From an optimization exercise on the open Yosys and OpenROAD flow, aimed at small area, a short achievable clock period and few clock cycles; shortcuts taken in it are not production practice. At most, simulation tests tie the RTL to the original design; equivalence was not proved. For run 7, only the layout was checked, not whether the RTL still works. No activity file was given, so power comes from the tool's default toggle rates.

==> design/flow/design.v <==
package cled_pkg;
  localparam int MaxLen = 16;
  localparam int LenW = $clog2(MaxLen + 1);
  localparam int IdxW = (MaxLen > 1) ? $clog2(MaxLen) : 1;
  typedef enum logic [1:0] {
    OP_APPEND_A = 2'd0,
    OP_APPEND_B = 2'd1,
    OP_RUN      = 2'd2,
    OP_NONE     = 2'd3
  } op_t;
  typedef enum logic [1:0] {
    TAG_EQUAL  = 2'd0,
    TAG_DELETE = 2'd1,
    TAG_INSERT = 2'd2,
    TAG_WHOLE  = 2'd3
  } tag_t;
endpackage
module cled_ram #(
  parameter int Width = 8,
  parameter int Depth = 32
) (
  input  logic                     clk,
  input  logic                     we,
  input  logic [$clog2(Depth)-1:0] waddr,
  input  logic [Width-1:0]         wdata,
  input  logic [$clog2(Depth)-1:0] raddr,
  output logic [Width-1:0]         rdata
);
  logic [Width-1:0] mem [Depth];
  always_ff @(posedge clk) begin
    if (we) begin
      mem[waddr] <= wdata;
    end
    rdata <= mem[raddr];
  end
endmodule
module char_lcs_edit_script_unit (
  input  logic       clk,
  input  logic       rst,
  input  logic       start,
  output logic       busy,
  input  logic [1:0] op,
  input  logic [7:0] ch,
  output logic       strobe,
  output logic [1:0] tag,
  output logic [7:0] ch_res,
  output logic       last,
  output logic       overflow
);
  localparam int ML = cled_pkg::MaxLen;
  typedef enum logic [2:0] {
    S_IDLE,
    S_REF0,
    S_REF,
    S_TRACE,
    S_EMIT,
    S_FINAL
  } st_t;
  st_t state;
  logic        busy_r, strobe_r, last_r, dropped, tab_ok, pb_v, all_d, cur_k, at_m;
  logic        tw_v, tw_rec, d_r;
  logic [1:0]  tag_r;
  logic [7:0]  chres_r;
  logic [4:0]  len_a, len_b, ba, ta, ei;
  logic [3:0]  wslot, tw_slot;
  logic [15:0] prev_v, mt_r;
  logic [16:0] mask, cur_mask;
  logic [7:0]  mem_a [ML];
  logic [7:0]  mem_b [ML];
  logic [15:0] tab [ML];
  logic acc, acc_a, acc_b, acc_run, app_a, app_b;
  assign acc = start & ~busy_r & ~rst;
  assign acc_a = acc & (op == cled_pkg::OP_APPEND_A);
  assign acc_b = acc & (op == cled_pkg::OP_APPEND_B);
  assign acc_run = acc & (op == cled_pkg::OP_RUN);
  assign app_a = acc_a & ~len_a[4];
  assign app_b = acc_b & ~len_b[4];
  logic [7:0]  cmp_ch, rd_b;
  logic [15:0] mt;
  always_comb begin
    rd_b = mem_b[ba[3:0]];
    cmp_ch = (state == S_IDLE) ? ch : rd_b;
    for (int k = 0; k < ML; k++) mt[k] = (mem_a[k] == cmp_ch);
  end
  logic [15:0] vnew, hc;
  logic [15:0] gg [5];
  logic [15:0] pp [5];
  always_comb begin
    gg[0] = mt_r & ~prev_v;
    pp[0] = ~prev_v;
    for (int l = 0; l < 4; l++) begin
      for (int k = 0; k < ML; k++) begin
        if (k >= (1 << l)) begin
          gg[l+1][k] = gg[l][k] | (pp[l][k] & gg[l][k-(1<<l)]);
          pp[l+1][k] = pp[l][k] & pp[l][k-(1<<l)];
        end else begin
          gg[l+1][k] = gg[l][k];
          pp[l+1][k] = pp[l][k];
        end
      end
    end
    hc = gg[4];
    vnew[0] = mt_r[0] | prev_v[0];
    for (int k = 1; k < ML; k++) vnew[k] = ~hc[k-1] & (mt_r[k] | prev_v[k]);
  end
  logic [16:0] mrow, sq, tt, newmask;
  logic        d;
  always_comb begin
    mrow = {mt_r, 1'b0};
    sq = {mt_r | prev_v, 1'b1} & mask;
    tt = sq;
    tt = tt | (tt >> 1);
    tt = tt | (tt >> 2);
    tt = tt | (tt >> 4);
    tt = tt | (tt >> 8);
    tt = tt | (tt >> 16);
    d = |(sq & mrow & ~(tt >> 1));
    newmask = (tt >> 1) | (sq & ~mrow);
  end
  logic [16:0] moh;
  logic [4:0]  mbin;
  always_comb begin
    moh = mask & ~(mask >> 1);
    for (int b = 0; b < 5; b++) begin
      mbin[b] = 1'b0;
      for (int k = 0; k < 17; k++) if (((k >> b) & 1) == 1) mbin[b] = mbin[b] | moh[k];
    end
  end
  logic       f_del, f_eq, f_ident, f_last;
  logic [1:0] f_tag;
  logic [7:0] f_ch;
  always_comb begin
    f_del = newmask[1];
    f_eq = ~tt[2] & sq[1] & mrow[1];
    f_ident = all_d & f_eq & (len_a == len_b);
    f_last = ~f_del && (len_b == 5'd1) && (f_eq ? (len_a == 5'd1) : (len_a == '0));
    f_ch = (f_del | f_eq) ? mem_a[0] : mem_b[0];
    f_tag = f_del ? cled_pkg::TAG_DELETE : (f_eq ? cled_pkg::TAG_EQUAL : cled_pkg::TAG_INSERT);
  end
  logic [4:0]  ei1, ni;
  logic        del, eqs, step, lastn, ident;
  logic [1:0]  etag;
  logic [7:0]  ech;
  logic [15:0] rec;
  logic [16:0] rec_mask;
  always_comb begin
    rec = tab[ta[3:0]];
    for (int k = 0; k < 17; k++) rec_mask[k] = (5'(k) <= rec[4:0]);
    ei1 = ei + 5'd1;
    del = at_m ? (ei < len_a) : (cur_mask[ei1[3:0]] & ~ei1[4]) | (cur_mask[16] & ei1 == 5'd16);
    eqs = ~del & cur_k;
    step = ~del;
    ni = (del | eqs) ? ei1 : ei;
    lastn = ((del | eqs) ? (ei1 == len_a) : (ei == len_a)) && (step ? (ta == len_b) : at_m);
    ech = (del | eqs) ? mem_a[ei[3:0]] : rd_b;
    etag = del ? cled_pkg::TAG_DELETE : (eqs ? cled_pkg::TAG_EQUAL : cled_pkg::TAG_INSERT);
    ident = all_d & ~mask[1] & (len_a == len_b);
  end
  always_ff @(posedge clk) begin
    if (rst) begin
      state <= S_IDLE;
      busy_r <= 1'b0;
      strobe_r <= 1'b0;
      len_a <= '0;
      len_b <= '0;
      dropped <= 1'b0;
      tab_ok <= 1'b1;
      pb_v <= 1'b0;
    end else begin
      pb_v <= app_b;
      if (app_a) begin
        len_a <= len_a + 5'd1;
        if (len_b != '0) tab_ok <= 1'b0;
      end
      if (app_b) len_b <= len_b + 5'd1;
      if ((acc_a & len_a[4]) | (acc_b & len_b[4])) dropped <= 1'b1;
      case (state)
        S_IDLE:
          if (acc_run) begin
            busy_r <= 1'b1;
            if (len_b == '0) state <= S_EMIT;
            else if (tab_ok) state <= S_TRACE;
            else state <= S_REF0;
          end
        S_REF0: state <= S_REF;
        S_REF: if ({1'b0, wslot} == len_b - 5'd1) state <= S_TRACE;
        S_TRACE:
          if (wslot == 4'd0) begin
            strobe_r <= 1'b1;
            state <= (f_ident || f_last) ? S_FINAL : S_EMIT;
          end
        S_EMIT: begin
          strobe_r <= 1'b1;
          if (ident || lastn) state <= S_FINAL;
        end
        S_FINAL: begin
          strobe_r <= 1'b0;
          busy_r <= 1'b0;
          state <= S_IDLE;
          len_a <= '0;
          len_b <= '0;
          dropped <= 1'b0;
          tab_ok <= 1'b1;
        end
        default: state <= S_IDLE;
      endcase
    end
  end
  always_ff @(posedge clk) begin
    if (tw_v) tab[tw_slot] <= tw_rec ? {10'd0, d_r, mbin} : prev_v;
    tw_v <= pb_v | (state == S_REF) | (state == S_TRACE);
    tw_slot <= wslot;
    tw_rec <= (state == S_TRACE);
  end
  always_ff @(posedge clk) begin
    if (app_a) mem_a[len_a[3:0]] <= ch;
    if (app_b) mem_b[len_b[3:0]] <= ch;
    if (state == S_IDLE && len_b == '0) prev_v <= '0;
    else if (pb_v) prev_v <= vnew;
    case (state)
      S_IDLE: begin
        if (app_b) begin
          mt_r <= mt;
          wslot <= len_b[3:0];
        end
        for (int k = 0; k < 17; k++) mask[k] <= (5'(k) <= len_a);
        all_d <= 1'b1;
        ei <= '0;
        if (tab_ok && len_b != '0) begin
          ba <= len_b - 5'd2;
          ta <= len_b - 5'd2;
        end else begin
          ba <= '0;
          ta <= 5'd1;
        end
        at_m <= (len_b == '0);
      end
      S_REF0: begin
        prev_v <= '0;
        mt_r <= mt;
        ba <= ba + 5'd1;
        wslot <= '0;
      end
      S_REF: begin
        prev_v <= vnew;
        if ({1'b0, wslot} == len_b - 5'd1) begin
          ba <= {1'b0, wslot} - 5'd1;
          ta <= {1'b0, wslot} - 5'd1;
        end else begin
          mt_r <= mt;
          ba <= ba + 5'd1;
          wslot <= wslot + 4'd1;
        end
      end
      S_TRACE: begin
        prev_v <= rec;
        mt_r <= mt;
        wslot <= wslot - 4'd1;
        mask <= newmask;
        d_r <= d;
        all_d <= all_d & d;
        if (wslot == 4'd0) begin
          ei <= (f_del | f_eq) ? 5'd1 : 5'd0;
          if (f_del) begin
            ba <= '0;
            ta <= 5'd1;
            cur_mask <= newmask;
            cur_k <= d;
            at_m <= 1'b0;
          end else begin
            ba <= 5'd1;
            ta <= 5'd2;
            cur_mask <= mask;
            cur_k <= d_r;
            at_m <= (len_b == 5'd1);
          end
          if (f_ident) begin
            tag_r <= cled_pkg::TAG_WHOLE;
            chres_r <= '0;
            last_r <= 1'b1;
          end else begin
            tag_r <= f_tag;
            chres_r <= f_ch;
            last_r <= f_last;
          end
        end else begin
          ba <= ba - 5'd1;
          ta <= ta - 5'd1;
        end
      end
      S_EMIT: begin
        ei <= ni;
        if (step) begin
          ba <= ta;
          ta <= ta + 5'd1;
          cur_mask <= rec_mask;
          cur_k <= rec[5];
          at_m <= (ta == len_b);
        end
        if (ident) begin
          tag_r <= cled_pkg::TAG_WHOLE;
          chres_r <= '0;
          last_r <= 1'b1;
        end else begin
          tag_r <= etag;
          chres_r <= ech;
          last_r <= lastn;
        end
      end
      default: ;
    endcase
  end
  assign busy = busy_r;
  assign strobe = strobe_r;
  assign tag = tag_r;
  assign ch_res = chres_r;
  assign last = last_r;
  assign overflow = dropped;
endmodule
==> design/flow/run.sh <==
#!/bin/bash
# synth_recipe.tcl (not shown) runs the flow's synth.tcl, then flattens the netlist and writes it again
# the make line also repeats each setting of config.mk as NAME=value (left out here)
make -C /OpenROAD-flow-scripts/flow DESIGN_CONFIG=/design/flow/config.mk WORK_HOME=/design/flow/orfs CLKGATE_MAP_FILE= SYNTH_SCRIPT=/design/flow/synth_recipe.tcl finish
==> design/flow/config.mk <==
export PLATFORM = sky130hd
export DESIGN_NAME = char_lcs_edit_script_unit
export DESIGN_NICKNAME = char_lcs_edit_script_unit
export VERILOG_FILES = /design/flow/design.v
export SDC_FILE = /design/flow/constraint.sdc
export NUM_CORES = 4
export LEC_CHECK = 0
export CAP_MARGIN = 20
export CORE_MARGIN = 2
export CORE_UTILIZATION = 40
export SETUP_SLACK_MARGIN = 5
export SLEW_MARGIN = 20
==> design/flow/constraint.sdc <==
create_clock -name core_clock -period 7.5 [get_ports {clk}]
set_input_delay 1.5000 -clock core_clock [delete_from_list [all_inputs] [get_ports {clk}]]
set_output_delay 1.5000 -clock core_clock [all_outputs]
set_load 0.01 [all_outputs]
==> impl_results.md, run 1 <==
- Max stage delay on crit path: 0.52 ns
- Via density: 5.809
- CTS sink count: 647
- Final Skew: 0.02020 ns
- Register area share after synthesis: 0.6513
- Final Wtd Congestion: 0.9006
- Synthesis Warnings: 3
- Final hold vios: 0
- First-pass GRT wire length: 118.6 mm
- Worst slew pin tran: 1.003 ns
- #FFs+latches synth: 647
- RSZ-0062 raised after global routing: true
- CP top delay family: multiplexers
- Post-synth top area share: 0.6266
- Die width: 274.6 µm
- 1st-iter DRT viols: 1949
- Final cell count without fillers: 3137
- Residual DRC: 0
- Crit Path Max Fanout: 8
- Share of layout cells above drive strength 1: 0.3416
- Most common cell after layout, fill and taps aside: edfxtp_1
- Root buf cell: clkbuf_16
- Worst Hold Depth: 2
- Max IR drop VDD: 189.6 µV
- R2R cell count: 8
- Period minus WS final: 2.984 ns
- H-tree levels: 3
- Slowest cell on crit path: mux4_2
- Die area: 75380 µm²
- CP Data Required Time: 7.98 ns
- Cell repeated most along the worst path: mux4_2
- Antenna violations before repair: 3
- Worst-skew pair later-pin latency: 0.61 ns
- I/O Buffers: 26
- Setup TNS: 0 ns
- CP Class: flop to flop
- Slew Limit Headroom: 0.3297
- Die H: 274.6 µm
- Pleak: 12.29 nW
- Starting Density: 0.4027
- Startpoint Class: flop
- Outcome: complete, no violations
- Arrival time worst endpoint: 3.46 ns
- Core area: 72710 µm²
- Yosys top cell by area: edfxtp_1
- Placed Cells: 2824
- Top-level port count: 27
- Final period utilization: 0.3978
- Clock-pin slew on the worst setup and hold paths: 0.07 ns
- Hold Buf Count CTS: 0
- Max_cap viols: 0
- Syn-to-layout area delta: 24.93%
- Post-synth EDFFs: 611
- Synth async-reset ratio: 0
- Vias post-DR: 18220
- Setup violations, final: 0
- Post-route ant nets: 0
- Cells after Synth: 1891
- HP Class: flop to flop
- Critical-path cell list: ha_4, mux4_2, mux4_2, a21oi_4, o211ai_1, a221o_1, inv_4, mux2_4
- Fmax: 0.3352 GHz
- Vias in the first global route: 17790
- All-Layer GR Usage: 0.2128
- Pwr dens: 301.5 nW/µm²
- Total routed wirelength: 81.48 mm
- Largest net degree at the start of global routing: 41
- N_diodes: 0
- Initial DRT Pass Iterations: 5
- Max clock buf depth: 3
- Avg Inst Size Synth: 15.48 µm²
- CP Depth: 8
- Global route overflow: 0
- Synth Cell Area: 29280 µm²
- Top FF cell, synth: edfxtp_1
- Slew Limit Fails: 0
- # rows: 99
- CTS Buf Count: 68
- Crit path buf inv count: 1
- Crit end category: flop
- Hpwl dp: 48.94 mm
- Synth top area cells: edfxtp_1 63%, mux4_2 12%, xor2_1 4.4%, dfxtp_1 2.5%, nor2_1 2.3%
- Nets: 2165
- Wire length per cell: 25.97 µm
- Utilization after layout: 0.5031
- Commonest non-fill, non-tap cells in the layout: 611 x edfxtp_1, 157 x mux4_2, 134 x xor2_1
- Netlist cell types: 72
- Mapped Nets: 1931
- CTS tree: yes
- Total power: 11.03 mW
-- power breakdown --
part	internal (mW)	switching, mW
combinational	1.58	1.67
clock	1.93	1.41
sequential	4.22	0.224
total	7.72	3.30
-- stage by stage --
step / setup slack (ns) / hold WS, ns / cell area [µm²]
after global placement: 3.559 / 0.4588 / 31190
after global routing: 4.488 / 0.4946 / 36580
final: 4.516 / 0.4729 / 36580
after CTS: 4.556 / 0.4770 / 35580
after floorplan: 4.556 / 0.4026 / 29840
after detailed placement: 3.502 / 0.4606 / 31200
-- kinds of logic (layout without fill, tap and decap cells) --
group | Yosys count | count (layout) | share of synthesized area
flops | 647 | 647 | 0.6513
simple gates | 442 | 442 | 0.06991
compound gates | 261 | 261 | 0.05872
mux | 203 | 203 | 0.1373
xor+xnor | 169 | 169 | 0.05055
buf+inv | 142 | 429 | 0.02051
fa+ha+maj | 27 | 27 | 0.01179
-- repair_timing --
item	4_1_cts	5_1_grt
pin swaps	60	58
resized for setup	258	107
setup endpoints to repair	471	301
cloned	7	6
buffers inserted	127	50
-- state kept, by name, summed over array words and instances, names as in the netlist, 2 cells and up, named ones only --
signal and count:
chres_r 8, ei 5, len_b 5, wslot 4
tab 256, mem_a 128, ta 5, cur_mask 17
mt_r 16, mem_b 128, prev_v 16, ba 4
tw_slot 4, state 3, mask 17, len_a 5
tag_r 2
-- routing by layer --
metal | vias to the layer above | GRT usage | routed length, µm
li1 | 7867 | - | -
met1 | 9478 | 0.3054 | 34910
met2 | 764 | 0.3434 | 39390
met3 | 111 | 0.02819 | 5466
met4 | 2 | 0.05592 | 1692
met5 | - | 0 | 15
-- area by class of cell --
type                       count  area, µm²
fill                        5856      36130
tap                          959       1200
inverter                      43      168.9
multi-input combinational   1102      10870
timing repair buffer         263       3043
sequential                   647      19110
clock inverter                40      390.4
clock buffer                  83       1799
-- tightest hold or removal path, cell delays in order, from the launching register on --
cell and delay (ns):
dfxtp_2 0.33, nor2_1 0.04, nor2_1 0.07
-- Yosys cell counts (7+ instances only) --
| cell type | n |
|---|---|
| edfxtp_1 | 611 |
| nor2_1 | 178 |
| mux4_2 | 157 |
| xor2_1 | 146 |
| nand2_1 | 94 |
| clkbuf_1 | 61 |
| a21oi_1 | 60 |
| o21ai_0 | 60 |
| nand4_1 | 41 |
| inv_1 | 39 |
| dfxtp_1 | 36 |
| nor3_1 | 36 |
| mux2i_1 | 28 |
| ha_1 | 26 |
| nor2b_1 | 23 |
| xnor2_1 | 23 |
| nand3_1 | 19 |
| mux2_2 | 18 |
| o22ai_1 | 18 |
| a31oi_1 | 17 |
| buf_1 | 17 |
| o31ai_1 | 16 |
| nand2b_1 | 10 |
| a21oi_2 | 9 |
| buf_2 | 9 |
| buf_4 | 9 |
| and2_1 | 8 |
| a22oi_1 | 7 |
| nand3b_1 | 7 |
-- path summary, 6_finish.rpt --
| kind | slack [ns] | from | to |
|---|---|---|---|
| setup / recovery | 4.52 | ei[1]$_DFFE_PP_ | flop |
| hold / removal | 0.47 | strobe_r$_SDFFE_PP0P_ | strobe_r$_SDFFE_PP0P_ |
| setup reg to reg | 4.52 | ei[1]$_DFFE_PP_ | flop |
| hold reg to reg | 0.47 | strobe_r$_SDFFE_PP0P_ | strobe_r$_SDFFE_PP0P_ |
Testbench counts, summed over its fixed seeds: cycles 15,636.
==> run 2: changes to the inputs <==
--- a/design/flow/config.mk
+++ b/design/flow/config.mk
@@ -9,4 +9,4 @@
 export CORE_MARGIN = 2
-export CORE_UTILIZATION = 40
-export SETUP_SLACK_MARGIN = 5
+export CORE_UTILIZATION = 65
+export SETUP_SLACK_MARGIN = 4.6
 export SLEW_MARGIN = 20
==> run 2 against run 1 <==
Net effect: highest routed layer is now met4; die area fell by 38%; clock skew shrank 0.0027 ns; first-iteration DRC count grew 29%; fmax up 0.93%; largest power group unchanged; utilization rose by 26 points; clock power is essentially flat; via count shrank 0.62%; global-route usage up 12 points; synthesized cell count unchanged; non-clock buffer count is 121 lower.
==> impl_results.md, run 2 <==
- Outcome: complete, no violations
- Vias in the first global route: 17920 (+0.70%)
- R2r endpoint: mt_r[14]$_DFFE_PP_
- H-tree levels: 3 (unchanged)
- Initial DRT Pass Iterations: 8 (+3)
- Arrival time worst endpoint: 3.38 ns (-0.08 ns)
- Final cell count without fillers: 2647 (-16%)
- Global route overflow: 0 (unchanged)
- Min Hold Slack: 0.4921 ns (+0.01919 ns)
- HP Class: flop to flop
- Register area share after synthesis: 0.6513 (unchanged)
- Slew Limit Fails: 0 (unchanged)
- Filler Cells Inserted: 2576 (-56%)
- CTS tree: yes
- Residual DRC: 0 (unchanged)
- Final period utilization: 0.3941 (-0.003665)
- Main combinational cell family by area after synthesis: multiplexers
- Max reg flops: 256 (unchanged)
- Fmax: 0.3383 GHz (+0.93%)
- Worst Hold Depth: 2 (unchanged)
- Post-synth EDFFs: 611 (unchanged)
- Reg area: 19090 µm² (about the same)
- Synthesis Warnings: 3 (unchanged)
- Root buf cell: clkbuf_16
- Cell Area, Placed: 30490 µm² (-2.3%)
- Vias post-DR: 18110 (-0.62%)
- CP Data Required Time: 7.93 ns (-0.05 ns)
- # rows: 77 (-22%)
- Synth top cells by count: 611 x edfxtp_1, 178 x nor2_1, 157 x mux4_2
- Antenna violations before repair: 0 (-3)
- Mux contribution to synthesized area: 0.1373 (unchanged)
- R2R cell count: 11 (+3)
- Synth top area cells: edfxtp_1 63%, mux4_2 12%, xor2_1 4.4%, dfxtp_1 2.5%, nor2_1 2.3%
- Die H: 216.2 µm (-21%)
- Synth Area in XOR/XNOR: 0.05055 (unchanged)
- Wire length per cell: 28.74 µm (+11%)
- #FFs+latches synth: 647 (unchanged)
- Yosys top cell by area: edfxtp_1
- Via density: 6.841 (+18%)
- Setup violations, final: 0 (unchanged)
- Hold Buf Count CTS: 0 (unchanged)
- Max clock buf depth: 3 (unchanged)
- Startpoint Class: input pin
- Worst-skew pair later-pin latency: 0.60 ns (about the same)
- CTS sink count: 647 (unchanged)
- Total routed wirelength: 76.07 mm (-6.6%)
- I/O Buffers: 26 (unchanged)
- Top-count cell post-synth: edfxtp_1
- Flop2flop setup slack: 4.56 ns (+0.04 ns)
- Avg Inst Size Synth: 15.48 µm² (unchanged)
- Clock-pin slew on the worst setup and hold paths: 0.06 ns (about the same)
- Top FF cell, synth: edfxtp_1
- Cells after Synth: 1891 (unchanged)
- Placed Cells: 2461 (-13%)
- Final Skew: 0.01746 ns (-0.002748 ns)
- Netlist cell types: 72 (unchanged)
- Compound-Gate Fraction of Synth Area: 0.05872 (unchanged)
- Pleak: 11.30 nW (-8.0%)
- Crit end category: flop
- Final Wtd Congestion: 0.9800 (+8.8%)
- Die area: 46760 µm² (-38%)
- Max_cap viols: 0 (unchanged)
- RSZ-0062 raised after global routing: true
- 1st-iter DRT viols: 2513 (+29%)
- CTS Buf Count: 66 (-2.9%)
- Share of layout cells above drive strength 1: 0.2540 (-0.08758)
- Synth Area in Adders: 0.01179 (unchanged)
- Mapped Nets: 1931 (unchanged)
- CP Class: input pin to flop
- Max IR drop VDD: 257.3 µV (+36%)
- Top reg by flops: tab
- Core area: 44320 µm² (-39%)
- Min-delay src: strobe_r$_SDFFE_PP0P_
- Top-level port count: 27 (unchanged)
- Syn-to-layout area delta: 15.90%
- Final hold vios: 0 (unchanged)
- Post-Synth Simple-Gate Area: 0.06991 (unchanged)
- Post-synth top area share: 0.6266 (unchanged)
- Largest net degree at the start of global routing: 65 (+59%)
- Pwr dens: 303.3 nW/µm² (+0.58%)
- Setup TNS: 0 ns (unchanged)
- Period minus WS final: 2.956 ns (-0.02749 ns)
- All-Layer GR Usage: 0.3300 (+0.1173)
- Nets: 2044 (-5.6%)
- N_diodes: 0 (unchanged)
- Utilization after layout: 0.7657 (+0.2627)
- Area of the multi-input gates: 10260 µm² (-5.6%)
- Commonest non-fill, non-tap cells in the layout: 611 x edfxtp_1, 157 x mux4_2, 144 x xor2_1
- Most common cell after layout, fill and taps aside: edfxtp_1
- Hpwl dp: 47.40 mm (-3.2%)
- Starting Density: 0.6607 (+0.2580)
- Worst Hold Path EP: strobe_r$_SDFFE_PP0P_
- Synth async-reset ratio: 0 (unchanged)
- Die width: 216.2 µm (-21%)
- Post-route ant nets: 0 (unchanged)
- First-pass GRT wire length: 113.2 mm (-4.6%)
- Synth Cell Area: 29280 µm² (unchanged)
- Crit Path Max Fanout: 33 (+25)
- Worst slew pin tran: 1.103 ns (+0.09958 ns)
- Final Cell Area: 33940 µm² (-7.2%)
- Slew Limit Headroom: 0.2636 (-0.06602)
[run 2: cell counts after synthesis]
No cell type changed its count.
[run 2: worst max-delay path, cell delays in order]
cell and delay (ns):
clkdlybuf4s50_1 0.45, buf_4 0.40, a21oi_2 0.15, buf_12 0.20, buf_4 0.15, xor2_1 0.19
nand4_1 0.12, nor2_1 0.17
[run 2: layer usage]
metal,global-route usage,share of wire,vias up
li1,-,-,7622
met1,0.4854,0.39,9206
met2,0.5153,0.48,1143
met3,0.05333,0.10,138
met4,0.1089,0.027,0
met5,0,0,-
[run 2: final cells by class]
cell class	count	area share
Clock buffer	92	0.05615
Clock inverter	27	0.008517
Inverter	43	0.004941
Multi-Input combinational cell	1103	0.3023
Sequential cell	647	0.5627
Tap cell	592	0.02183
Timing Repair Buffer	142	0.04340
Timing Repair inverter	1	0.0002212
[run 2: stage by stage]
step / setup WS (ns) / power (mW)
2_1_floorplan: 4.551 / 6.023
3_3_place_gp: 3.375 / 6.640
3_5_place_dp: 3.310 / 6.674
4_1_cts: 4.545 / 10.15
5_1_grt: 4.495 / 10.62
6_report: 4.544 / 10.29
[run 2: logic make-up after synthesis]
logic type / after synthesis
adder cells (fa/ha/maj): 27
multiplexers: 203
AND/OR/NAND/NOR: 442
flip-flops: 647
XOR/XNOR: 169
AO/OA/AOI/OAI: 261
buffers and inverters: 142
[run 2: how the worst max path moves through the flow]
stage,from,end,slack [ns],depth (start not counted)
after floorplan,rst,mem_b[3][0]$_DFFE_PP_,4.55,5
after global placement,rst,mem_a[2][1]$_DFFE_PP_,3.38,6
after detailed placement,rst,mem_a[2][2]$_DFFE_PP_,3.31,6
after CTS,flop,cur_mask[5]$_DFFE_PP_,4.55,6
after global routing,flop,mt_r[14]$_DFFE_PP_,4.49,11
final,ch[0],mt_r[14]$_DFFE_PP_,4.54,8
[run 2: where the power goes]
group | internal [mW] | switching (mW) | leakage, nW | total, mW
sequential | 4.22 | 0.250 | 5.97 | 4.47
clock | 1.98 | 1.34 | 1.07 | 3.33
combinational | 1.11 | 1.39 | 4.27 | 2.50
[run 2: repair_timing]
item	4_1_cts	5_1_grt
pin swaps	26	13
endpoints found under the hold margin	0	0
resized for setup	108	44
gates cloned	3	2
setup endpoints to repair	438	283
buffers inserted	36	26
==> run 3: changes to the inputs <==
--- a/design/flow/config.mk
+++ b/design/flow/config.mk
@@ -9,3 +9,3 @@
 export CORE_MARGIN = 2
-export CORE_UTILIZATION = 65
+export CORE_UTILIZATION = 40
 export SETUP_SLACK_MARGIN = 4.6
==> run 3 against run 2 <==
Net effect: still clean; register-to-register slack improved by 0.02 ns; final cell count grew 14%; area after synthesis is the same; utilization fell by 29 points; synthesized cell count did not move; worst hold slack got worse by 0.0047 ns; via count shrank 1.9%; clock-buffer cell count shrank 5; critical endpoint is now last_r$_DFFE_PP_; highest routed layer is now met5.
==> impl_results.md, run 3 <==
- Max clock buf depth: 3 (unchanged)
- Root buf cell: clkbuf_16
- First-pass GRT wire length: 115.4 mm (+2.0%)
- Most common cell after layout, fill and taps aside: edfxtp_1
- CTS Buf Count: 69 (+4.5%)
- Filler Cells Inserted: 6034 (+130%)
- Worst-skew pair later-pin latency: 0.62 ns (+0.02 ns)
- Die width: 274.6 µm (+27%)
- Hpwl dp: 48.84 mm (+3.0%)
- Crit path to: last_r$_DFFE_PP_
- Period minus WS final: 2.917 ns (-0.03878 ns)
- Flop2flop setup slack: 4.58 ns (+0.02 ns)
- Setup WS post-layout: 4.583 ns (+0.03878 ns)
- Synth Cell Area: 29280 µm² (unchanged)
- Final hold vios: 0 (unchanged)
- Placed Cells: 2829 (+15%)
- Area of the multi-input gates: 10350 µm² (+0.87%)
- CTS sink count: 647 (unchanged)
- Starting Density: 0.4027 (-0.2580)
- Die H: 274.6 µm (+27%)
- Synth top cells by count: 611 x edfxtp_1, 178 x nor2_1, 157 x mux4_2
- Top reg by flops: tab
- RSZ-0062 raised after global routing: true
- Setup violations, final: 0 (unchanged)
- Fmax: 0.3428 GHz (+1.3%)
- Pleak: 11.51 nW (+1.8%)
- Max_cap viols: 0 (unchanged)
- Slowest cell on crit path: mux4_2
- Commonest non-fill, non-tap cells in the layout: 611 x edfxtp_1, 157 x mux4_2, 144 x xor2_1
- Crit Path Max Fanout: 8 (-76%)
- Crit end category: flop
- Synthesis Warnings: 3 (unchanged)
- Wire length per cell: 25.91 µm (-9.8%)
- Startpoint Class: flop
- CP Class: flop to flop
- 1st-iter DRT viols: 1898 (-24%)
- Residual DRC: 0 (unchanged)
- All-Layer GR Usage: 0.2071 (-0.1229)
- Clock-pin slew on the worst setup and hold paths: 0.06 ns (about the same)
- Top-count cell post-synth: edfxtp_1
- R2r endpoint: last_r$_DFFE_PP_
- Utilization after layout: 0.4791 (-0.2866)
- Synth async-reset ratio: 0 (unchanged)
- Pwr dens: 305.5 nW/µm² (+0.73%)
- Core area: 72710 µm² (+64%)
- Max IR drop VDD: 175.5 µV (-32%)
- N_diodes: 0 (unchanged)
- Total routed wirelength: 78.48 mm (+3.2%)
- Nets: 2056 (+0.59%)
- Initial DRT Pass Iterations: 5 (-3)
- Final period utilization: 0.3890 (-0.005171)
- Global route overflow: 0 (unchanged)
- Netlist cell types: 72 (unchanged)
- Setup TNS: 0 ns (unchanged)
- Avg Inst Size Synth: 15.48 µm² (unchanged)
- Die area: 75380 µm² (+61%)
- Vias in the first global route: 17590 (-1.8%)
- H-tree levels: 3 (unchanged)
- Slew Limit Fails: 0 (unchanged)
- Vias post-DR: 17760 (-1.9%)
- Syn-to-layout area delta: 18.98%
- Synth top area cells: edfxtp_1 63%, mux4_2 12%, xor2_1 4.4%, dfxtp_1 2.5%, nor2_1 2.3%
- Worst slew pin tran: 1.009 ns (-0.09370 ns)
- Reg area: 19090 µm² (about the same)
- Dpl ws: 3.303 ns (-0.007020 ns)
- Top FF cell, synth: edfxtp_1
- Top-level port count: 27 (unchanged)
- Min Hold Slack: 0.4874 ns (-0.004727 ns)
- Worst Setup SP: ei[0]$_DFFE_PP_
- Arrival time worst endpoint: 3.27 ns (-0.11 ns)
- Mapped Nets: 1931 (unchanged)
- Post-synth EDFFs: 611 (unchanged)
- Register area share after synthesis: 0.6513 (unchanged)
- Share of layout cells above drive strength 1: 0.2691 (+0.01507)
- Outcome: complete, no violations
- Final Wtd Congestion: 0.9058 (-7.6%)
- R2R cell count: 9 (-2)
- Final cell count without fillers: 3029 (+14%)
- Max reg flops: 256 (unchanged)
- Yosys top cell by area: edfxtp_1
- Critical-path cell list: ha_4, mux4_2, mux4_2, a21oi_4, o211ai_1, buf_6, mux2i_2, a21oi_2, nor2_1
- Reg-to-Reg Start: ei[0]$_DFFE_PP_
- Slew Limit Headroom: 0.3097 (+0.04607)
- Final Skew: 0.02963 ns (+0.01218 ns)
- Post-route ant nets: 0 (unchanged)
- #FFs+latches synth: 647 (unchanged)
- Post-synth top area share: 0.6266 (unchanged)
- Cell repeated most along the worst path: mux4_2
- # rows: 99 (+29%)
- Cells after Synth: 1891 (unchanged)
- CTS tree: yes
- I/O Buffers: 26 (unchanged)
- Max stage delay on crit path: 0.50 ns (+0.05 ns)
- HP Class: flop to flop
- Largest net degree at the start of global routing: 65 (unchanged)
- Antenna violations before repair: 1 (+1)
- Via density: 5.865 (-14%)
- CP Data Required Time: 7.85 ns (-0.08 ns)
## run 3: cells by family after synthesis
family	Yosys count	synth area share
mux	203	0.1373
buf+inv	142	0.02051
flops	647	0.6513
xor+xnor	169	0.05055
compound gates	261	0.05872
simple gates	442	0.06991
fa+ha+maj	27	0.01179
## run 3: what timing repair did
action	in CTS	in global routing
endpoints found under the hold margin	0	0
gates cloned	3	4
resized for setup	112	65
buffers inserted	55	13
pin swaps	24	15
hold buffers	0	0
endpoints found under the setup margin	427	263
## run 3: final cells by class
class / instances / area share
Clock inverter: 38 / 0.01383
Sequential cell: 647 / 0.5479
Multi-Input combinational cell: 1102 / 0.2970
Tap cell: 959 / 0.03444
Inverter: 43 / 0.004921
Clock buffer: 87 / 0.05481
Timing Repair Buffer: 152 / 0.04691
Timing Repair inverter: 1 / 0.0001437
## run 3: worst min path at each step
stage	start	end	slack, ns	depth (start not counted)
floorplan	pb_v$_SDFF_PP0_	tw_v$_DFF_P_	0.40	1
global placement	strobe_r$_SDFFE_PP0P_	strobe_r$_SDFFE_PP0P_	0.47	2
detailed placement	strobe_r$_SDFFE_PP0P_	strobe_r$_SDFFE_PP0P_	0.50	2
CTS	strobe_r$_SDFFE_PP0P_	strobe_r$_SDFFE_PP0P_	0.50	2
global route	strobe_r$_SDFFE_PP0P_	strobe_r$_SDFFE_PP0P_	0.53	2
finish	strobe_r$_SDFFE_PP0P_	strobe_r$_SDFFE_PP0P_	0.49	2
## run 3: where the power goes
part	internal, mW	leakage, nW	total (mW)	switching, mW
combinational	1.16	4.37	2.62	1.46
clock	2.16	1.17	3.58	1.42
sequential	4.22	5.97	4.44	0.221
total	7.54	11.5	10.6	3.10
## run 3: through the flow
stage	instance area (µm²)	total power [mW]
6_report	34840	10.64
5_1_grt	34840	11.03
4_1_cts	34420	10.51
3_5_place_dp	30980	6.740
3_3_place_gp	30980	6.713
2_1_floorplan	29480	6.023
## run 3: worst max-delay path: cells and delay by family (launching register included)
kind	cells	cell delay [ns]
muxes	3	0.97
AOI/OAI and AO/OA	3	0.56
buffers and inverters	1	0.19
adders and majority gates	1	0.36
DFF	1	0.49
and+or+nand+nor	1	0.07
## run 3: per-layer routing
metal / GRT usage / wire (µm) / vias up
li1: - / - / 7669
met1: 0.2878 / 32640 / 9139
met2: 0.3275 / 37190 / 797
met3: 0.03666 / 6250 / 157
met4: 0.07737 / 2396 / 2
met5: 0 / 12 / -
==> run 4: changes to the inputs <==
--- a/design/flow/design.v
+++ b/design/flow/design.v
@@ -145,2 +145,3 @@
   logic [16:0] rec_mask;
+  logic [15:0] cm_hi;
   always_comb begin
@@ -149,3 +150,4 @@
     ei1 = ei + 5'd1;
-    del = at_m ? (ei < len_a) : (cur_mask[ei1[3:0]] & ~ei1[4]) | (cur_mask[16] & ei1 == 5'd16);
+    cm_hi = cur_mask[16:1];
+    del = at_m ? (ei < len_a) : (cm_hi[ei[3:0]] & ~ei[4]);
     eqs = ~del & cur_k;
==> run 4 against run 3 <==
Net effect: wire length down 3.1%; combinational power down 39%; via count down 2.2%; worst setup slack better by 0.053 ns; sequential share of layout area up 1.4 points; largest cell class unchanged.
==> impl_results.md, run 4 <==
- Residual DRC: 0 (unchanged)
- Share of layout cells above drive strength 1: 0.2334 (-0.03568)
- Setup violations, final: 0 (unchanged)
- #FFs+latches synth: 645 (-0.31%)
- Min-delay src: strobe_r$_SDFFE_PP0P_
- Largest net degree at the start of global routing: 65 (unchanged)
- Final Wtd Congestion: 0.9151 (+1.0%)
- Startpoint Class: input pin
- Register area share after synthesis: 0.6465 (-0.004759)
- Synth top area cells: edfxtp_1 62%, mux4_2 11%, xor2_1 3.3%, dfxtp_1 2.5%, nor2_1 2.0%
- Post-synth EDFFs: 609 (-0.33%)
- Final Skew: 0.02157 ns (-0.008058 ns)
- Slowest cell on crit path: clkdlybuf4s50_1
- Antenna violations before repair: 1 (unchanged)
- Top FF cell, synth: edfxtp_1
- Max clock buf depth: 3 (unchanged)
- Vias in the first global route: 17430 (-0.90%)
- Final hold vios: 0 (unchanged)
- Setup WS post-layout: 4.635 ns (+0.05251 ns)
- Synthesis Warnings: 3 (unchanged)
- Critical-path cell list: clkdlybuf4s50_1, buf_6, a221oi_4, buf_8, xor2_1, nand4_1, nor2_1
- Outcome: complete, no violations
- Crit Path Max Fanout: 33 (+25)
- CP Class: input pin to flop
- Synth top cells by count: 609 x edfxtp_1, 154 x nor2_1, 150 x mux4_2
- Slew Limit Headroom: 0.3495 (+0.03979)
- Wire length per cell: 25.55 µm (-1.4%)
- Cells after Synth: 1888 (-0.16%)
- First-pass GRT wire length: 112.8 mm (-2.2%)
- N_diodes: 0 (unchanged)
- Root buf cell: clkbuf_16
- Reg-to-Reg Start: len_b[1]$_SDFFE_PP0P_
- Filler Cells Inserted: 6204 (+2.8%)
- CTS tree: yes
- CTS sink count: 645 (-0.31%)
- Fmax: 0.3491 GHz (+1.8%)
- Dpl ws: 3.463 ns (+0.1601 ns)
- Mapped Nets: 1927 (-0.21%)
- Die H: 275.1 µm (+0.21%)
- Min Hold Slack: 0.4814 ns (-0.005964 ns)
- CTS Buf Count: 67 (-2.9%)
- Top-count cell post-synth: edfxtp_1
- Initial DRT Pass Iterations: 6 (+1)
- I/O Buffers: 26 (unchanged)
- Nets: 2006 (-2.4%)
- Clock-pin slew on the worst setup and hold paths: 0.06 ns (about the same)
- Top-level port count: 27 (unchanged)
- Total routed wirelength: 76.06 mm (-3.1%)
- Synth Cell Area: 29400 µm² (+0.42%)
- Crit end category: flop
- Avg Inst Size Synth: 15.57 µm² (+0.58%)
- Worst Setup SP: ch[2]
- Synth async-reset ratio: 0 (unchanged)
- All-Layer GR Usage: 0.2013 (-0.005879)
- Starting Density: 0.4037 (+0.0009987)
- Syn-to-layout area delta: 15.29%
- 1st-iter DRT viols: 1725 (-9.1%)
- Area of the multi-input gates: 10250 µm² (-0.93%)
- Period minus WS final: 2.865 ns (-0.05251 ns)
- Max_cap viols: 0 (unchanged)
- Most common cell after layout, fill and taps aside: edfxtp_1
- Worst slew pin tran: 0.9737 ns (-0.03560 ns)
- Core area: 72830 µm² (+0.17%)
- Via density: 5.834 (-0.53%)
- Die width: 275.1 µm (+0.21%)
- RSZ-0062 raised after global routing: true
- H-tree levels: 3 (unchanged)
- Pwr dens: 268.0 nW/µm² (-12%)
- Final period utilization: 0.3820 (-0.007001)
- Utilization after layout: 0.4654 (-0.01370)
- Netlist cell types: 90 (+25%)
- Worst-skew pair later-pin latency: 0.62 ns (about the same)
- Post-synth top area share: 0.6220 (-0.004656)
- Global route overflow: 0 (unchanged)
- Vias post-DR: 17370 (-2.2%)
- Top reg by flops: tab
- Hpwl dp: 48.77 mm (-0.13%)
- Commonest non-fill, non-tap cells in the layout: 609 x edfxtp_1, 150 x mux4_2, 111 x xor2_1
- Pleak: 11.03 nW (-4.1%)
- Yosys top cell by area: edfxtp_1
- Reg area: 19050 µm² (-0.22%)
- Max reg flops: 256 (unchanged)
- Setup TNS: 0 ns (unchanged)
- Slew Limit Fails: 0 (unchanged)
- Die area: 75690 µm² (+0.41%)
- Post-route ant nets: 0 (unchanged)
- Max stage delay on crit path: 0.42 ns (-0.08 ns)
- Max IR drop VDD: 152.5 µV (-13%)
- CP Data Required Time: 7.94 ns (+0.09 ns)
- # rows: 99 (unchanged)
- Arrival time worst endpoint: 3.31 ns (+0.04 ns)
- Hold Buf Count CTS: 0 (unchanged)
- HP Class: flop to flop
## run 4: cell families after synthesis
kind of cell,count (synthesis),synth area share
flops,645,0.6465
simple gates,442,0.07205
compound gates,267,0.06413
mux,205,0.1344
xor+xnor,169,0.05034
buf+inv,134,0.02124
fa+ha+maj,26,0.01132
## run 4: area by class of cell
type                            count  area share
Multi-Input combinational cell   1109      0.3024
Timing Repair Buffer              108     0.03326
Clock inverter                     36     0.01067
Tap cell                          959     0.03540
Sequential cell                   645      0.5619
Inverter                           36    0.004208
Clock buffer                       84     0.05223
## run 4: metal layers
| metal | part of all wire | up-vias | track usage |
|---|---|---|---|
| met5 | 0.00016 | - | 0 |
| li1 | - | 7569 | - |
| met3 | 0.066 | 122 | 0.03509 |
| met4 | 0.022 | 2 | 0.05533 |
| met2 | 0.49 | 661 | 0.3326 |
| met1 | 0.42 | 9013 | 0.2750 |
## run 4: critical path: cells and delay by family
family | cells | cell delay (ns)
buffers and inverters | 3 | 0.89
AOI/OAI and AO/OA | 1 | 0.40
and+or+nand+nor | 2 | 0.29
xor gates and xnor gates | 1 | 0.19
## run 4: path summary, 6_finish.rpt
path	cells after the start	endpoint	slack, ns
setup / recovery	7	mt_r[11]$_DFFE_PP_	4.64
hold / removal	2	strobe_r$_SDFFE_PP0P_	0.48
setup reg to reg	9	flop	4.68
hold reg to reg	2	strobe_r$_SDFFE_PP0P_	0.48
## run 4: what timing repair did
action                                  in CTS  in global routing
gates cloned                                 1                  0
pin swaps                                   10                  8
endpoints found under the setup margin     398                203
buffers inserted                            19                 17
hold endpoints to repair                     0                  0
gates resized for setup                     71                 43
## run 4: power breakdown
part / total (mW) / switching (mW) / internal, mW
clock: 3.25 / 1.41 / 1.84
combinational: 1.59 / 0.921 / 0.666
sequential: 4.24 / 0.147 / 4.10
## run 4: stage by stage
stage	total power [mW]	instance area (µm²)	cells
floorplan	5.328	29590	1888
global placement	5.786	30970	2820
detailed placement	5.802	30970	2820
CTS	9.094	33540	2960
global route	9.395	33900	2977
finish	9.083	33900	2977
Testbench counts of run 4, summed over its fixed seeds: cycles 15,636.
==> run 5: changes to the inputs <==
--- a/design/flow/config.mk
+++ b/design/flow/config.mk
@@ -10,3 +10,4 @@
 export CORE_UTILIZATION = 40
-export SETUP_SLACK_MARGIN = 4.6
+export SETUP_SLACK_MARGIN = 5
 export SLEW_MARGIN = 20
+export TNS_END_PERCENT = 5
==> run 5 against run 4 <==
Net effect: wire length increased by 9.5%; utilization increased by 2.5 points; sequential power about the same; sequential share of layout area decreased by 2.8 points; worst hold slack got worse by 0.0035 ns; largest cell class unchanged; highest routed layer is now met4.
==> impl_results.md, run 5 <==
- Final hold vios: 0 (unchanged)
- Worst Hold Depth: 2 (unchanged)
- Hpwl dp: 49.19 mm (+0.87%)
- Synth top cells by count: 609 x edfxtp_1, 154 x nor2_1, 150 x mux4_2
- Residual DRC: 0 (unchanged)
- Register area share after synthesis: 0.6465 (unchanged)
- Vias in the first global route: 18120 (+4.0%)
- Starting Density: 0.4037 (unchanged)
- Flop2flop setup slack: 4.86 ns (+0.18 ns)
- Top-count cell post-synth: edfxtp_1
- Max IR drop VDD: 161.0 µV (+5.6%)
- Total power: 9.395 mW (+3.4%)
- CP Data Required Time: 6.00 ns (-1.94 ns)
- CP top delay family: flip-flops
- Slew Limit Headroom: 0.3063 (-0.04317)
- Pwr dens: 263.1 nW/µm² (-1.8%)
- CTS sink count: 645 (unchanged)
- Hold Buf Count CTS: 0 (unchanged)
- Top reg by flops: tab
- Post-Synth Simple-Gate Area: 0.07205 (unchanged)
- Slew Limit Fails: 0 (unchanged)
- Die area: 75690 µm² (unchanged)
- Netlist cell types: 90 (unchanged)
- Final Cell Area: 35710 µm² (+5.4%)
- Max clock buf depth: 3 (unchanged)
- CTS Buf Count: 68 (+1.5%)
- Top FF cell, synth: edfxtp_1
- Worst-skew pair later-pin latency: 0.62 ns (about the same)
- Cell Area, Placed: 30970 µm² (about the same)
- Setup violations, final: 0 (unchanged)
- Wire length per cell: 26.98 µm (+5.6%)
- Commonest non-fill, non-tap cells in the layout: 609 x edfxtp_1, 150 x mux4_2, 116 x buf_4
- Initial DRT Pass Iterations: 5 (-1)
- Final Wtd Congestion: 0.8744 (-4.4%)
- Max_cap viols: 0 (unchanged)
- I/O Buffers: 26 (unchanged)
- Core area: 72830 µm² (unchanged)
- Main combinational cell family by area after synthesis: multiplexers
- Mux contribution to synthesized area: 0.1344 (unchanged)
- Nets: 2114 (+5.4%)
- Final period utilization: 0.3554 (-0.02662)
- Max reg flops: 256 (unchanged)
- Setup TNS: 0 ns (unchanged)
- #FFs+latches synth: 645 (unchanged)
- Synth async-reset ratio: 0 (unchanged)
- Worst slew pin tran: 1.038 ns (+0.06463 ns)
- Critical-path cell list: buf_2
- Arrival time worst endpoint: 1.17 ns (-2.14 ns)
- Avg Inst Size Synth: 15.57 µm² (unchanged)
- Yosys top cell by area: edfxtp_1
- Crit end category: output pin
- Global route overflow: 0 (unchanged)
- Outcome: complete, no violations
- CTS tree: yes
- Synth Area in Adders: 0.01132 (unchanged)
- Synth Cell Area: 29400 µm² (unchanged)
- First-pass GRT wire length: 118.7 mm (+5.3%)
- Final Skew: 0.03786 ns (+0.01628 ns)
- CP Depth: 1 (-6)
- Crit Path Max Fanout: 1 (-97%)
- Top-level port count: 27 (unchanged)
- Clock-pin slew on the worst setup and hold paths: 0.06 ns (about the same)
- Most common cell after layout, fill and taps aside: edfxtp_1
- Reg area: 19060 µm² (about the same)
- Die width: 275.1 µm (unchanged)
- Pleak: 11.84 nW (+7.3%)
- Share of layout cells above drive strength 1: 0.3065 (+0.07314)
- Cells after Synth: 1888 (unchanged)
- # rows: 99 (unchanged)
- Synth Area in XOR/XNOR: 0.05034 (unchanged)
- Post-synth top area share: 0.6220 (unchanged)
- Crit path buf inv count: 1 (-2)
- CP Class: flop to output pin
- Area of the multi-input gates: 10740 µm² (+4.8%)
- All-Layer GR Usage: 0.2136 (+0.01232)
- RSZ-0062 raised after global routing: true
- Min Hold Slack: 0.4779 ns (-0.003532 ns)
- Antenna violations before repair: 2 (+1)
- Root buf cell: clkbuf_16
- Placed Cells: 2819 (-0.035%)
- Mapped Nets: 1927 (unchanged)
- Synthesis Warnings: 3 (unchanged)
- Startpoint Class: flop
- H-tree levels: 3 (unchanged)
- HP Class: flop to flop
- Synth top area cells: edfxtp_1 62%, mux4_2 11%, xor2_1 3.3%, dfxtp_1 2.5%, nor2_1 2.0%
- R2R cell count: 7 (-2)
- Max stage delay on crit path: 0.38 ns (-0.04 ns)
- Slowest cell on crit path: edfxtp_1
- 1st-iter DRT viols: 1883 (+9.2%)
- Post-route ant nets: 0 (unchanged)
- Total routed wirelength: 83.29 mm (+9.5%)
- Period minus WS final: 2.665 ns (-0.1997 ns)
- Largest net degree at the start of global routing: 43 (-34%)
- Syn-to-layout area delta: 21.46%
- Die H: 275.1 µm (unchanged)
- Post-synth EDFFs: 609 (unchanged)
- Fmax: 0.3752 GHz (+7.5%)
- Via density: 5.915 (+1.4%)
- Compound-Gate Fraction of Synth Area: 0.06413 (unchanged)
- Filler Cells Inserted: 6038 (-2.7%)
- Vias post-DR: 18260 (+5.1%)
- Final cell count without fillers: 3087 (+3.7%)
-- run 5: cell counts after synthesis --
No cell type changed its count.
-- run 5: cells by family after synthesis --
family	after synthesis
flops	645
simple gates	442
compound gates	267
mux	205
xor+xnor	169
buf+inv	134
fa+ha+maj	26
-- run 5: path summary, 6_finish.rpt --
path	start	endpoint
min	strobe_r$_SDFFE_PP0P_	strobe_r$_SDFFE_PP0P_
max	chres_r[5]$_DFFE_PP_	ch_res[5]
min reg2reg	strobe_r$_SDFFE_PP0P_	strobe_r$_SDFFE_PP0P_
max reg2reg	flop	cur_mask[8]$_DFFE_PP_
-- run 5: area by class of cell --
| type | count | share of cell area |
|---|---|---|
| Clock inverter | 35 | 0.008058 |
| Tap cell | 959 | 0.03360 |
| Timing Repair Buffer | 213 | 0.06930 |
| Sequential cell | 645 | 0.5338 |
| Inverter | 36 | 0.004169 |
| Antenna cell | 1 | 0.00007007 |
| Clock buffer | 87 | 0.05024 |
| Multi-Input combinational cell | 1111 | 0.3008 |
-- run 5: what timing repair did --
item                                    CTS  global route
pin swaps                                40            27
resized for setup                       217           108
gates cloned                             12             7
buffers inserted                         84            42
endpoints found under the hold margin     0             0
endpoints found under the setup margin  449           401
-- run 5: metal layers --
| layer | wire length (µm) | GRT usage |
|---|---|---|
| met4 | 2327 | 0.06970 |
| met3 | 6486 | 0.02941 |
| met5 | 0 | 0 |
| met1 | 33990 | 0.2933 |
| met2 | 40490 | 0.3523 |
-- run 5: metrics by stage --
step	util	setup WS, ns
floorplan	-	4.537
global placement	0.4253	3.465
detailed placement	0.4253	3.474
CTS	0.4774	4.813
global route	0.4903	4.746
finish	0.4903	4.835
-- run 5: where the power goes --
group	switching [mW]	internal [mW]
Combinational	1.08	0.890
Sequential	0.135	4.10
Clock	1.39	1.81
==> run 6: changes to the inputs <==
--- a/design/flow/config.mk
+++ b/design/flow/config.mk
@@ -10,4 +10,4 @@
 export CORE_UTILIZATION = 40
-export SETUP_SLACK_MARGIN = 5
+export SETUP_SLACK_MARGIN = 4.8
 export SLEW_MARGIN = 20
-export TNS_END_PERCENT = 5
+export TNS_END_PERCENT = 10
==> run 6 against run 5 <==
Net effect: sequential cell count unchanged; register-to-register slack got worse by 0.11 ns; worst hold slack improved by 0.0022 ns; utilization decreased by 1.2 points; synthesized cell count unchanged; power decreased by 1.8%; clock power about the same; clock skew about the same; global-route usage decreased by 0.78 points; wire length decreased by 2.9%; critical endpoint is now tag[0]; fmax decreased by 3.2%; critical path type unchanged; sequential share of layout area increased by 1.3 points; still clean on timing, DRC and antenna.
==> impl_results.md, run 6 <==
- Synth top cells by count: 609 x edfxtp_1, 154 x nor2_1, 150 x mux4_2
- Share of layout cells above drive strength 1: 0.2573 (-0.04928)
- CTS tree: yes
- Worst slew pin tran: 1.073 ns (+0.03497 ns)
- Slowest cell on crit path: edfxtp_1
- Arrival time worst endpoint: 1.25 ns (+0.08 ns)
- Hpwl dp: 49.19 mm (unchanged)
- H-tree levels: 3 (unchanged)
- Crit path buf inv count: 1 (unchanged)
- Final hold vios: 0 (unchanged)
- Max stage delay on crit path: 0.36 ns (-0.02 ns)
- # rows: 99 (unchanged)
- I/O Buffers: 26 (unchanged)
- Initial DRT Pass Iterations: 6 (+1)
- Hold Buf Count CTS: 0 (unchanged)
- Slew Limit Headroom: 0.2830 (-0.02336)
- Commonest non-fill, non-tap cells in the layout: 609 x edfxtp_1, 150 x mux4_2, 111 x xor2_1
- Final period utilization: 0.3670 (+0.01168)
- Critical-path cell list: dlygate4sd2_1
- Vias in the first global route: 17770 (-2.0%)
- Setup TNS: 0 ns (unchanged)
- Post-synth EDFFs: 609 (unchanged)
- Max IR drop VDD: 156.5 µV (-2.8%)
- Netlist cell types: 90 (unchanged)
- Crit end category: output pin
- Period minus WS final: 2.753 ns (+0.08758 ns)
- Clock share of power: 0.346 (+0.006)
- Nets: 2055 (-2.8%)
- Startpoint Class: flop
- Max clock buf depth: 3 (unchanged)
- CP top delay family: flip-flops
- Residual DRC: 0 (unchanged)
- Antenna violations before repair: 1 (-1)
- Global route overflow: 0 (unchanged)
- Die area: 75690 µm² (unchanged)
- Die H: 275.1 µm (unchanged)
- Outcome: complete, no violations
- Largest net degree at the start of global routing: 43 (unchanged)
- All-Layer GR Usage: 0.2058 (-0.007779)
- Via density: 5.913 (about the same)
- HP Class: flop to flop
- Seq pwr share: 0.459 (+0.009)
- Pleak: 11.43 nW (-3.4%)
- Total power: 9.229 mW (-1.8%)
- Sw Pwr: 2.535 mW (-2.6%)
- Vias post-DR: 17910 (-1.9%)
- Yosys top cell by area: edfxtp_1
- CTS Buf Count: 68 (unchanged)
- CP Class: flop to output pin
- Core area: 72830 µm² (unchanged)
- Total routed wirelength: 80.88 mm (-2.9%)
- Mapped Nets: 1927 (unchanged)
- Die width: 275.1 µm (unchanged)
- CTS sink count: 645 (unchanged)
- Root buf cell: clkbuf_16
- Crit Path Max Fanout: 1 (unchanged)
- #FFs+latches synth: 645 (unchanged)
- Syn-to-layout area delta: 18.46%
- Utilization after layout: 0.4782 (-0.01209)
- Synth top area cells: edfxtp_1 62%, mux4_2 11%, xor2_1 3.3%, dfxtp_1 2.5%, nor2_1 2.0%
- Wire length per cell: 26.71 µm (-1.0%)
- RSZ-0062 raised after global routing: true
- Avg Inst Size Synth: 15.57 µm² (unchanged)
- Setup violations, final: 0 (unchanged)
- Fmax: 0.3633 GHz (-3.2%)
- Most common cell after layout, fill and taps aside: edfxtp_1
- Sw frac: 0.2746 (-0.002293)
- 1st-iter DRT viols: 1845 (-2.0%)
- Final Wtd Congestion: 0.8744 (unchanged)
- Max_cap viols: 0 (unchanged)
- Slew Limit Fails: 0 (unchanged)
- Post-synth top area share: 0.6220 (unchanged)
- Pwr dens: 265.0 nW/µm² (+0.72%)
- First-pass GRT wire length: 114.9 mm (-3.2%)
- Synth Cell Area: 29400 µm² (unchanged)
- Post-route ant nets: 0 (unchanged)
- Top reg by flops: tab
- Max reg flops: 256 (unchanged)
- Register area share after synthesis: 0.6465 (unchanged)
- Top-level port count: 27 (unchanged)
- Pint: 6.694 mW (-1.5%)
- Synth async-reset ratio: 0 (unchanged)
- Worst-skew pair later-pin latency: 0.62 ns (about the same)
- Comb power frac: 0.195 (-0.014)
- Synthesis Warnings: 3 (unchanged)
- Clock-pin slew on the worst setup and hold paths: 0.05 ns (about the same)
- Top FF cell, synth: edfxtp_1
- Final Skew: 0.03801 ns (+0.0001560 ns)
- CP Data Required Time: 6.00 ns (about the same)
- Starting Density: 0.4037 (unchanged)
- Top-count cell post-synth: edfxtp_1
- Cells after Synth: 1888 (unchanged)
[run 6: changes by cell type in the layout (fill, tap and decap cells not counted), moves of 7 or more]
cell / change
buf_4: -42
buf_2: -14
xor2_1: +11
xor2_2: -11
buf_6: -9
nand2_1: +8
dlygate4sd2_1: +7
[run 6: power by group through the flow]
stage	Sequential [mW]	Clock [mW]	Combinational, mW
finish	4.24	3.19	1.80
global route	4.25	3.39	1.91
CTS	4.24	3.24	1.64
detailed placement	4.33	0	1.48
global placement	4.32	0	1.47
floorplan	4.22	0	1.11
[run 6: cell families (layout without fill, tap and decap cells)]
logic type | Yosys count | after routing | share of synthesized area
flip-flops | 645 | 645 | 0.6465
AND/OR/NAND/NOR | 442 | 443 | 0.07205
AO/OA/AOI/OAI | 267 | 268 | 0.06413
multiplexers | 205 | 205 | 0.1344
XOR/XNOR | 169 | 169 | 0.05034
buffers and inverters | 134 | 312 | 0.02124
adder cells (fa/ha/maj) | 26 | 26 | 0.01132
other | 0 | 1 | 0
[run 6: layer usage]
layer,vias to the layer above,GRT usage,wire [µm]
met5,-,0,0
li1,7671,-,-
met1,9381,0.2796,33600
met3,128,0.02994,5676
met2,725,0.3430,39840
met4,0,0.06430,1761
[run 6: timing repair]
item,in CTS,in global routing
setup buffers,40,28
setup endpoints to repair,412,312
pin swaps,30,14
resized for setup,107,86
gates cloned,5,13
[run 6: metrics by stage]
| step | instances | hold slack (ns) | setup WS, ns | cell area (µm²) |
|---|---|---|---|---|
| CTS | 2986 | 0.4868 | 4.659 | 34000 |
| finish | 3028 | 0.4801 | 4.747 | 34830 |
| global route | 3027 | 0.5267 | 4.693 | 34830 |
| floorplan | 1888 | 0.3777 | 4.537 | 29590 |
| global placement | 2819 | 0.4598 | 3.465 | 30970 |
| detailed placement | 2819 | 0.4798 | 3.474 | 30970 |
[run 6: final timing paths]
path / cells past startpoint / start / endpoint / slack, ns
min: 2 / strobe_r$_SDFFE_PP0P_ / strobe_r$_SDFFE_PP0P_ / 0.48
max reg2reg: 8 / flop / cur_mask[7]$_DFFE_PP_ / 4.75
max: 1 / tag_r[0]$_DFFE_PP_ / tag[0] / 4.75
min reg2reg: 2 / strobe_r$_SDFFE_PP0P_ / strobe_r$_SDFFE_PP0P_ / 0.48
[run 6: layout make-up]
type / instances / area [µm²]
clock buffers: 87 / 1794
flip-flops and latches: 645 / 19050
multi-input cells: 1111 / 10420
inverters: 36 / 138.9
diodes: 1 / 2.502
well taps: 959 / 1200
repair buffers: 154 / 1932
fillers: 6120 / 38000
clock inverters: 35 / 287.8
==> run 7: changes to the inputs <==
--- a/design/flow/design.v
+++ b/design/flow/design.v
@@ -217,4 +217,4 @@
   always_ff @(posedge clk) begin
-    if (app_a) mem_a[len_a[3:0]] <= ch;
-    if (app_b) mem_b[len_b[3:0]] <= ch;
+    if (!len_a[4]) mem_a[len_a[3:0]] <= ch;
+    if (!len_b[4]) mem_b[len_b[3:0]] <= ch;
     if (state == S_IDLE && len_b == '0) prev_v <= '0;
==> run 7 against run 6 <==
Net effect: largest cell class unchanged; area after synthesis shrank 0.54%; synthesized cell count shrank 2.8%; utilization is 1.0 points lower; clock power about the same; die area down 0.53%; largest power group unchanged; clock-buffer cell count down 5; combinational power decreased by 31%; sequential cell count did not move.
==> impl_results.md, run 7 <==
- Yosys top cell by area: edfxtp_1
- Initial DRT Pass Iterations: 5 (-1)
- Outcome: complete, no violations
- Global route overflow: 0 (unchanged)
- Pint: 6.433 mW (-3.9%)
- Die H: 274.4 µm (-0.26%)
- Final cell count without fillers: 2963 (-2.1%)
- Die width: 274.4 µm (-0.26%)
- Final hold vios: 0 (unchanged)
- 1st-iter DRT viols: 1634 (-11%)
- Max_cap viols: 0 (unchanged)
- Sw Pwr: 2.146 mW (-15%)
- Main combinational cell family by area after synthesis: multiplexers
- CTS sink count: 645 (unchanged)
- Hpwl dp: 46.95 mm (-4.6%)
- Most common cell after layout, fill and taps aside: edfxtp_1
- Startpoint Class: flop
- Cells after Synth: 1835 (-2.8%)
- Worst slew pin tran: 1.114 ns (+0.04115 ns)
- Pwr dens: 252.1 nW/µm² (-4.9%)
- Setup violations, final: 0 (unchanged)
- Sw frac: 0.2501 (-0.02453)
- Filler Cells Inserted: 6212 (+1.5%)
- Total power: 8.578 mW (-7.0%)
- Root buf cell: clkbuf_16
- Slew Limit Fails: 0 (unchanged)
- Residual DRC: 0 (unchanged)
- Post-synth top area share: 0.6253 (+0.003353)
- Largest net degree at the start of global routing: 65 (+51%)
- Max IR drop VDD: 175.6 µV (+12%)
- Final Wtd Congestion: 0.9010 (+3.0%)
- Post-route ant nets: 0 (unchanged)
- Netlist cell types: 78 (-13%)
- Antenna violations before repair: 0 (-1)
- Synth top cells by count: 609 x edfxtp_1, 160 x mux4_2, 138 x xor2_1
- Clock share of power: 0.371 (+0.025)
- Slew Limit Headroom: 0.2537 (-0.02922)
- Crit path to: mt_r[7]$_DFFE_PP_
- Period minus WS final: 2.919 ns (+0.1661 ns)
- Starting Density: 0.4022 (-0.001480)
- Top-level port count: 27 (unchanged)
- Syn-to-layout area delta: 16.36%
- Crit Path Max Fanout: 7 (+6)
- CTS Buf Count: 66 (-2.9%)
- Mux contribution to synthesized area: 0.1429 (+0.008469)
- CTS tree: yes
- Top reg by flops: tab
- R2r endpoint: mt_r[7]$_DFFE_PP_
- Die area: 75290 µm² (-0.53%)
- Vias post-DR: 17090 (-4.5%)
- CP Class: flop to flop
- N_diodes: 0 (-1)
- Avg Inst Size Synth: 15.94 µm² (+2.3%)
- Setup TNS: 0 ns (unchanged)
- Post-Synth Simple-Gate Area: 0.06709 (-0.004960)
- Wire length per cell: 24.97 µm (-6.5%)
- Utilization after layout: 0.4680 (-0.01020)
- I/O Buffers: 26 (unchanged)
- Top-count cell post-synth: edfxtp_1
- Total routed wirelength: 73.98 mm (-8.5%)
- Arrival time worst endpoint: 3.35 ns (+2.10 ns)
- Synth Area in XOR/XNOR: 0.05091 (+0.0005709)
- HP Class: flop to flop
- Final period utilization: 0.3892 (+0.02214)
- First-pass GRT wire length: 111.3 mm (-3.2%)
- Seq pwr share: 0.484 (+0.025)
- Synth Cell Area: 29240 µm² (-0.54%)
- Compound-Gate Fraction of Synth Area: 0.05695 (-0.007184)
- Pleak: 11.26 nW (-1.5%)
- Post-synth EDFFs: 609 (unchanged)
- Mapped Nets: 1876 (-2.6%)
- Top FF cell, synth: edfxtp_1
- Synthesis Warnings: 3 (unchanged)
- Register area share after synthesis: 0.6500 (+0.003485)
- Vias in the first global route: 17370 (-2.2%)
- Crit end category: flop
- CP Data Required Time: 7.93 ns (+1.93 ns)
- Clock-pin slew on the worst setup and hold paths: 0.06 ns (about the same)
- Synth async-reset ratio: 0 (unchanged)
- Final Skew: 0.02634 ns (-0.01167 ns)
- All-Layer GR Usage: 0.1986 (-0.007166)
- Met1 usage: 0.2737 (-0.005880)
- Core area: 72710 µm² (-0.17%)
- H-tree levels: 3 (unchanged)
- # rows: 99 (unchanged)
- R2R cell count: 9 (+1)
- Fmax: 0.3426 GHz (-5.7%)
- Commonest non-fill, non-tap cells in the layout: 609 x edfxtp_1, 160 x mux4_2, 138 x xor2_1
- Synth Area in Adders: 0.01224 (+0.0009167)
- Hold Buf Count CTS: 0 (unchanged)
- Via density: 5.769 (-2.4%)
- Worst-skew pair later-pin latency: 0.61 ns (about the same)
- Share of layout cells above drive strength 1: 0.2490 (-0.008251)
- Synth top area cells: edfxtp_1 63%, mux4_2 12%, xor2_1 4.1%, dfxtp_1 2.5%, nor2_1 1.5%
- Flop2flop setup slack: 4.58 ns (-0.17 ns)
- Max clock buf depth: 3 (unchanged)
- Met3 usage: 0.03065 (+0.0007126)
- RSZ-0062 raised after global routing: true
- Max reg flops: 256 (unchanged)
- GRT Max-Usage Layer: met2
- #FFs+latches synth: 645 (unchanged)
- GR Layer Usage met2: 0.3268 (-0.01621)
- Comb power frac: 0.145 (-0.050)
- Nets: 2002 (-2.6%)
- Placed Cells: 2764 (-2.0%)
run 7: worst min path at each step:
stage / from / depth (start not counted) / end
3_5_place_dp: strobe_r$_SDFFE_PP0P_ / 2 / strobe_r$_SDFFE_PP0P_
4_1_cts: strobe_r$_SDFFE_PP0P_ / 2 / strobe_r$_SDFFE_PP0P_
5_1_grt: strobe_r$_SDFFE_PP0P_ / 2 / strobe_r$_SDFFE_PP0P_
3_3_place_gp: strobe_r$_SDFFE_PP0P_ / 2 / strobe_r$_SDFFE_PP0P_
6_report: strobe_r$_SDFFE_PP0P_ / 2 / strobe_r$_SDFFE_PP0P_
2_1_floorplan: wslot[2]$_DFFE_PP_ / 0 / tw_slot[2]$_DFF_P_
run 7: power by group through the flow:
stage	Sequential [mW]	Combinational (mW)	Clock, mW
finish	4.15	1.25	3.18
global route	4.16	1.33	3.37
CTS	4.15	1.22	3.24
detailed placement	4.23	1.09	0
global placement	4.23	1.07	0
floorplan	4.16	0.787	0
run 7: cells by family (layout without fill, tap and decap cells):
family | count (synthesis) | after routing
buffers and inverters | 139 | 308
AO/OA/AOI/OAI | 252 | 252
adder cells (fa/ha/maj) | 28 | 28
flip-flops | 645 | 645
AND/OR/NAND/NOR | 393 | 393
multiplexers | 208 | 208
XOR/XNOR | 170 | 170
run 7: stage by stage:
step	hold slack [ns]	setup slack, ns	instance area (µm²)
2_1_floorplan	0.3711	4.449	29280
3_3_place_gp	0.4719	3.521	30700
3_5_place_dp	0.4629	3.440	30710
4_1_cts	0.4726	4.640	33580
5_1_grt	0.5123	4.524	34030
6_report	0.4694	4.581	34030
run 7: layer usage:
metal,part of all wire,wire length [µm],vias up
li1,-,-,7481
met1,0.42,31190,8865
met2,0.49,36230,614
met3,0.061,4545,134
met4,0.027,2021,0
met5,0,0,-
run 7: worst max-delay path, cell delays in order, from the launching register on:
cell,delay (ns)
dfxtp_4,0.42
buf_12,0.13
buf_16,0.12
mux4_2,0.50
mux4_2,0.53
mux2i_4,0.21
buf_12,0.16
xor2_1,0.17
nand4_1,0.18
nor4_2,0.31
run 7: what timing repair did:
action	in CTS	in global routing
resized for setup	67	46
endpoints found under the setup margin	201	154
cloned	5	1
buffers inserted	51	31
pin swaps	18	11
run 7: area by class of cell:
type / count / area, µm² / share of cell area
tap: 959 / 1200 / 0.03526
multi-input combinational: 1051 / 9972 / 0.2930
sequential: 645 / 19040 / 0.5596
inverter: 42 / 183.9 / 0.005405
clock buffer: 82 / 1754 / 0.05155
timing repair buffer: 155 / 1595 / 0.04688
clock inverter: 29 / 281.5 / 0.008273

-- re-timing with driven ports --
How much do the figures lean on ideal ports? The routed layouts below were timed once more, with nothing changed but the port constraints.
Step 1 assumes that a clkbuf_16 drives the clock port and a buf_2 every other input.
Step 2, shift: input delay + t, output delay - t, t = (earliest + latest rising clock arrival at the registers) / 2. This alone moves slack from input paths to output paths.
Three values: no drivers, after step 1, after step 2; two values: the first two.
| run | t, ns | slack for setup (ns) | hold slack, ns |
|---|---|---|---|
| run 1 | 0.665 | 4.516 / 4.516 / 4.153 | 0.473 / 0.473 / 0.473 |
| run 2 | 0.650 | 4.544 / 4.559 / 3.928 | 0.492 / 0.492 / 0.492 |
| run 3 | 0.671 | 4.583 / 4.581 / 3.998 | 0.487 / 0.487 / 0.487 |
| run 4 | 0.666 | 4.635 / 4.619 / 4.005 | 0.481 / 0.481 / 0.481 |
| run 5 | 0.670 | 4.835 / 4.768 / 4.226 | 0.478 / 0.478 / 0.478 |
| run 6 | 0.667 | 4.747 / 4.685 / 4.113 | 0.480 / 0.480 / 0.480 |
| run 7 | 0.653 | 4.581 / 4.581 / 4.018 | 0.469 / 0.469 / 0.469 |
After both steps setup and hold are still met in every run listed. The setup slack of run 6, which loses most, moves by -0.062 ns with the drivers and by -0.634 ns with both steps.
